From an optimization exercise on the open Yosys and OpenROAD flow, aimed at small area, a short achievable clock period and few clock cycles per item; shortcuts taken in it are not production practice. In this exercise RTL edits were held to simulation tests only and were not proved equivalent to the original. Power is estimated from default activity; no workload was simulated.

==> flow/design.v (excerpt) <==
module mcu_exec_core #(
  parameter int OP_SZ  = 32,
  parameter int MEM_SZ = 4
) (
  input  logic              clk,
  input  logic              reset,
  input  logic              in_valid,
  output logic              in_ready,
  input  logic [3:0]        op_code,
  input  logic [MEM_SZ-1:0] op0,
  input  logic [MEM_SZ-1:0] op1,
  input  logic [MEM_SZ-1:0] op2,
  input  logic [OP_SZ-1:0]  wdata,
  output logic [OP_SZ-1:0]  out,
  output logic              done,
  output logic              carry,
  output logic              zero,
  output logic              err
);
Size in the first run: about 2900 cells after synthesis, roughly 640 flip-flops, roughly 88 I/O pins, about 33000 µm² of cells after synthesis.
==> module mcu_exec_core, before the edit <==
module mcu_exec_core #(
  parameter int OP_SZ  = 32,
  parameter int MEM_SZ = 4
) (
  input  logic              clk,
  input  logic              reset,
  input  logic              in_valid,
  output logic              in_ready,
  input  logic [3:0]        op_code,
  input  logic [MEM_SZ-1:0] op0,
  input  logic [MEM_SZ-1:0] op1,
  input  logic [MEM_SZ-1:0] op2,
  input  logic [OP_SZ-1:0]  wdata,
  output logic [OP_SZ-1:0]  out,
  output logic              done,
  output logic              carry,
  output logic              zero,
  output logic              err
);
  localparam int DEPTH = 2 ** MEM_SZ;
  localparam int SHW   = $clog2(OP_SZ);
  localparam int LVL   = $clog2(OP_SZ);
  logic [OP_SZ-1:0]  mem_q [DEPTH];
  logic              v_q, wr_q;
  logic [MEM_SZ-1:0] dst_q;
  logic [OP_SZ-1:0]  a_q, b_q;    
  logic              ar_q, sub_q, shl_q, shr_q, err_d_q;
  logic [3:0]        lut_q;       
  logic              done_q, carry_q, err_q, wb_we_q;
  logic [MEM_SZ-1:0] wb_dst_q;
  logic [OP_SZ-1:0]  out_q;
  logic [OP_SZ/4-1:0] zp_q;       
  logic [OP_SZ-1:0]  res, r0, r1, oth, lres, p, g;
  logic [OP_SZ:0]    c;
  logic              res_c;
  logic [OP_SZ-1:0]  rd_a, rd_b, wd;
  assign in_ready = 1'b1;
  logic       ar_d, sub_d, shl_d, shr_d, err_dd, wr_d;
  logic [3:0] lut_d;
  always_comb begin
    ar_d   = 1'b0; sub_d = 1'b0; shl_d = 1'b0; shr_d = 1'b0;
    err_dd = 1'b0; wr_d  = 1'b1;
    lut_d  = 4'b0000;
    case (op_code)
      4'd0: ar_d = 1'b1;
      4'd1: begin ar_d = 1'b1; sub_d = 1'b1; end
      4'd2: shl_d = 1'b1;
      4'd3: shr_d = 1'b1;
      4'd4: lut_d = 4'b1000;        
      4'd5: lut_d = 4'b1110;        
      4'd6: lut_d = 4'b0110;        
      4'd7: lut_d = 4'b0011;        
      4'd8: lut_d = 4'b1010;        
      4'd9: begin lut_d = 4'b1100; wr_d = 1'b0; end    
      default: begin err_dd = 1'b1; wr_d = 1'b0; end
    endcase
  end
  always_comb begin
    logic [OP_SZ-1:0] gg, pp, gn, pn;
    p  = a_q ^ b_q;
    g  = a_q & b_q;
    gg = g;
    pp = p;
    gg[0] = g[0] | (p[0] & sub_q);
    for (int l = 0; l < LVL; l++) begin
      for (int i = 0; i < OP_SZ; i++) begin
        if (i >= (1 << l)) begin
          gn[i] = gg[i] | (pp[i] & gg[i - (1 << l)]);
          pn[i] = pp[i] & pp[i - (1 << l)];
        end else begin
          gn[i] = gg[i];
          pn[i] = pp[i];
        end
      end
      gg = gn;
      pp = pn;
    end
    c[0] = sub_q;
    for (int i = 0; i < OP_SZ; i++) c[i+1] = gg[i];
  end
  always_comb begin
    for (int i = 0; i < OP_SZ; i++)
      lres[i] = lut_q[{a_q[i], b_q[i]}];
  end
  logic [SHW-1:0]   amt;
  logic [OP_SZ-1:0] rot, sh_l, sh_r;
  assign amt = b_q[SHW-1:0];
  always_comb begin
    rot = a_q;
    for (int l = 0; l < SHW; l++)
      if (amt[l]) rot = (rot >> (1 << l)) | (rot << (OP_SZ - (1 << l)));
    for (int i = 0; i < OP_SZ; i++) begin
      sh_r[i] = rot[i] & ({1'b0, amt} <= (SHW+1)'(OP_SZ - 1 - i));
      sh_l[i] = rot[(i + 1) % OP_SZ] & ({1'b0, amt} >= (SHW+1)'(OP_SZ - 1 - i));
    end
  end
  assign oth = ({OP_SZ{shl_q}} & sh_l) | ({OP_SZ{shr_q}} & sh_r) | lres;
  assign r0  = ({OP_SZ{ar_q}} &  p) | oth;
  assign r1  = ({OP_SZ{ar_q}} & ~p) | oth;
  always_comb begin
    for (int i = 0; i < OP_SZ; i++) res[i] = c[i] ? r1[i] : r0[i];
  end
  assign res_c = ar_q & (c[OP_SZ] ^ sub_q);
  logic hit_a, hit_b, ld_d;
  logic [OP_SZ-1:0] a0, a1, b0, b1, binv;
  assign binv = {{(OP_SZ-SHW){sub_d}}, {SHW{sub_d | shl_d}}};
  always_comb begin
    rd_a = '0;
    rd_b = '0;
    for (int i = 0; i < DEPTH; i++) begin
      rd_a = rd_a | (mem_q[i] & {OP_SZ{op0 == MEM_SZ'(i)}});
      rd_b = rd_b | (mem_q[i] & {OP_SZ{op2 == MEM_SZ'(i)}});
    end
    if (wb_we_q && wb_dst_q == op0) rd_a = out_q;
    if (wb_we_q && wb_dst_q == op2) rd_b = out_q;
    hit_a = wr_q && dst_q == op0;
    hit_b = wr_q && dst_q == op2;
    ld_d  = (op_code == 4'd8);
    a0 = hit_a ? r0 : rd_a;
    a1 = hit_a ? r1 : rd_a;
    b0 = ld_d ? wdata : ((hit_b ? r0 : rd_b) ^ binv);
    b1 = ld_d ? wdata : ((hit_b ? r1 : rd_b) ^ binv);
  end
  always_ff @(posedge clk) begin
    if (!reset) begin
      v_q     <= 1'b0;
      wr_q    <= 1'b0;
      done_q  <= 1'b0;
      wb_we_q <= 1'b0;
    end else begin
      v_q     <= in_valid;
      wr_q    <= in_valid & wr_d;
      done_q  <= v_q;
      wb_we_q <= wr_q;
    end
  end
  always_ff @(posedge clk) begin
    ar_q     <= ar_d;
    sub_q    <= sub_d;
    shl_q    <= shl_d;
    shr_q    <= shr_d;
    err_d_q  <= err_dd;
    lut_q    <= lut_d;
    dst_q    <= op1;
    for (int i = 0; i < OP_SZ; i++) begin
      a_q[i] <= c[i] ? a1[i] : a0[i];
      b_q[i] <= c[i] ? b1[i] : b0[i];
    end
    wb_dst_q <= dst_q;
    out_q    <= res;
    for (int k = 0; k < OP_SZ/4; k++) zp_q[k] <= (res[4*k +: 4] == 4'd0);
    carry_q  <= res_c;
    err_q    <= err_d_q;
  end
  assign wd = out_q & {OP_SZ{reset}};
  always_ff @(posedge clk) begin
    for (int i = 0; i < DEPTH; i++) begin
      if (!reset || (wb_we_q && wb_dst_q == MEM_SZ'(i)))
        mem_q[i] <= wd;
    end
  end
  assign out   = out_q;
  assign done  = done_q;
  assign carry = carry_q;
  assign err   = err_q;
  assign zero  = &zp_q;
endmodule
==> flow/config.mk <==
export PLATFORM = sky130hd
export DESIGN_NAME = mcu_exec_core
export DESIGN_NICKNAME = mcu_exec_core
export VERILOG_FILES = /design/flow/design.v
export SDC_FILE = /design/flow/constraint.sdc
export NUM_CORES = 4
export LEC_CHECK = 0
export CAP_MARGIN = 20
export CORE_MARGIN = 2
export CORE_UTILIZATION = 40
export CTS_CLUSTER_DIAMETER = 80
export CTS_CLUSTER_SIZE = 30
export SETUP_SLACK_MARGIN = 2.3
export SLEW_MARGIN = 20
==> flow/constraint.sdc <==
create_clock -name core_clock -period 5.0 [get_ports {clk}]
set_input_delay 1.0000 -clock core_clock [delete_from_list [all_inputs] [get_ports {clk}]]
set_output_delay 1.0000 -clock core_clock [all_outputs]
set_load 0.01 [all_outputs]
standard.sh (not shown) runs the stock make flow with config.mk's settings and CLKGATE_MAP_FILE= SYNTH_SCRIPT=/design/flow/synth_recipe.tcl, a recipe that flattens the netlist after the stock synthesis.
==> flow/flow/run.sh <==
#!/bin/bash
# Own layout flow: the standard ORFS flow (standard.sh, unchanged
# synthesis script) with more cells left unused. Besides the platform's own
# don't-use list, slow cells are kept out of synthesis and repair: 3- and
# 4-input OR/NOR/AND and the complex gates with long series stacks, 3-input
# XOR, mux4, and the delay cells that port buffering would otherwise pick
# (so each port gets a plain buffer).
set -euo pipefail
PLATFORM_DONT_USE="sky130_fd_sc_hd__probe_p_8 sky130_fd_sc_hd__probec_p_8 sky130_fd_sc_hd__lpflow_bleeder_1 sky130_fd_sc_hd__lpflow_clkbufkapwr_1 sky130_fd_sc_hd__lpflow_clkbufkapwr_16 sky130_fd_sc_hd__lpflow_clkbufkapwr_2 sky130_fd_sc_hd__lpflow_clkbufkapwr_4 sky130_fd_sc_hd__lpflow_clkbufkapwr_8 sky130_fd_sc_hd__lpflow_clkinvkapwr_1 sky130_fd_sc_hd__lpflow_clkinvkapwr_16 sky130_fd_sc_hd__lpflow_clkinvkapwr_2 sky130_fd_sc_hd__lpflow_clkinvkapwr_4 sky130_fd_sc_hd__lpflow_clkinvkapwr_8 sky130_fd_sc_hd__lpflow_decapkapwr_12 sky130_fd_sc_hd__lpflow_decapkapwr_3 sky130_fd_sc_hd__lpflow_decapkapwr_4 sky130_fd_sc_hd__lpflow_decapkapwr_6 sky130_fd_sc_hd__lpflow_decapkapwr_8 sky130_fd_sc_hd__lpflow_inputiso0n_1 sky130_fd_sc_hd__lpflow_inputiso0p_1 sky130_fd_sc_hd__lpflow_inputiso1n_1 sky130_fd_sc_hd__lpflow_inputiso1p_1 sky130_fd_sc_hd__lpflow_inputisolatch_1 sky130_fd_sc_hd__lpflow_isobufsrc_1 sky130_fd_sc_hd__lpflow_isobufsrc_16 sky130_fd_sc_hd__lpflow_isobufsrc_2 sky130_fd_sc_hd__lpflow_isobufsrc_4 sky130_fd_sc_hd__lpflow_isobufsrc_8 sky130_fd_sc_hd__lpflow_isobufsrckapwr_16 sky130_fd_sc_hd__lpflow_lsbuf_lh_hl_isowell_tap_1 sky130_fd_sc_hd__lpflow_lsbuf_lh_hl_isowell_tap_2 sky130_fd_sc_hd__lpflow_lsbuf_lh_hl_isowell_tap_4 sky130_fd_sc_hd__lpflow_lsbuf_lh_isowell_4 sky130_fd_sc_hd__lpflow_lsbuf_lh_isowell_tap_1 sky130_fd_sc_hd__lpflow_lsbuf_lh_isowell_tap_2 sky130_fd_sc_hd__lpflow_lsbuf_lh_isowell_tap_4 "
EXTRA_DONT_USE="$(tr '\n' ' ' < flow/dont_use.txt)"
bash standard.sh "DONT_USE_CELLS=$PLATFORM_DONT_USE $EXTRA_DONT_USE" finish > standard_flow.log 2>&1
Other scripts of this flow, unchanged in this note and not shown: flow/flow/dont_use.txt
The starting point produced a clean layout.
Testbench counts at the start, summed over its fixed seeds: cycles 12,016, items 12,000.
Edit:
--- a/flow/design.v
+++ b/flow/design.v
@@ -27,11 +27,10 @@
   logic              ar_q, sub_q, shl_q, shr_q, err_d_q;
   logic [3:0]        lut_q;       
   logic              done_q, carry_q, err_q, wb_we_q;
   logic [MEM_SZ-1:0] wb_dst_q;
   logic [OP_SZ-1:0]  out_q;
-  logic [OP_SZ/4-1:0] zp_q;       
   logic [OP_SZ-1:0]  res, r0, r1, oth, lres, p, g;
   logic [OP_SZ:0]    c;
   logic              res_c;
   logic [OP_SZ-1:0]  rd_a, rd_b, wd;
   assign in_ready = 1'b1;
@@ -146,11 +145,10 @@
       a_q[i] <= c[i] ? a1[i] : a0[i];
       b_q[i] <= c[i] ? b1[i] : b0[i];
     end
     wb_dst_q <= dst_q;
     out_q    <= res;
-    for (int k = 0; k < OP_SZ/4; k++) zp_q[k] <= (res[4*k +: 4] == 4'd0);
     carry_q  <= res_c;
     err_q    <= err_d_q;
   end
   assign wd = out_q & {OP_SZ{reset}};
   always_ff @(posedge clk) begin
@@ -161,7 +159,7 @@
   end
   assign out   = out_q;
   assign done  = done_q;
   assign carry = carry_q;
   assign err   = err_q;
-  assign zero  = &zp_q;
+  assign zero  = (out_q == '0);
 endmodule
The changed run produced a clean layout. Die area went down by 4.2%. Setup slack loses 0.24 ns. Design area fell by 2.7%. Count of clock-buffer cells in the layout decreases by 2. Total power is lower by 0.75%. Wire length drops by 5.4%. Core utilization came out higher by 0.67 points. Sequential share of layout area grows by 0.99 points. Synthesized area came out lower by 4.2%. Clock power went up by 7.9%. Global-route usage falls by 0.40 points. Maximum frequency is lower by 7.9%. Clock skew rose by 0.028 ns.
Testbench counts after the change, summed over its fixed seeds: cycles 12,016, items 12,000.

[what the ideal ports hide]
No port has a modelled driver above. Below, the same layouts with a new extraction and two added sets of constraints.
Step 1 sets driving cells, clkbuf_16 on the clock port and buf_2 on the other inputs (assumed; they add their load-dependent delay and slew).
Step 2 times the ports against the registers' clock, not the clock port: input delays grow and output delays shrink by t, the midpoint of the rising clock arrivals with the driver on.
Slacks: ideal ports / drivers / drivers and shift; pairs: ideal ports / drivers.
run | shift t [ns] | setup slack, ns | worst setup path after step 2
the first run | 0.698 | 2.167 / 2.167 / 1.530 | input to register
the second run | 0.727 | 1.925 / 1.925 / 1.382 | input to register
After both steps every run listed still meets setup and hold. For the first run, which loses most, drivers alone change the setup slack by 0.000 ns; drivers and shift together by -0.637 ns.
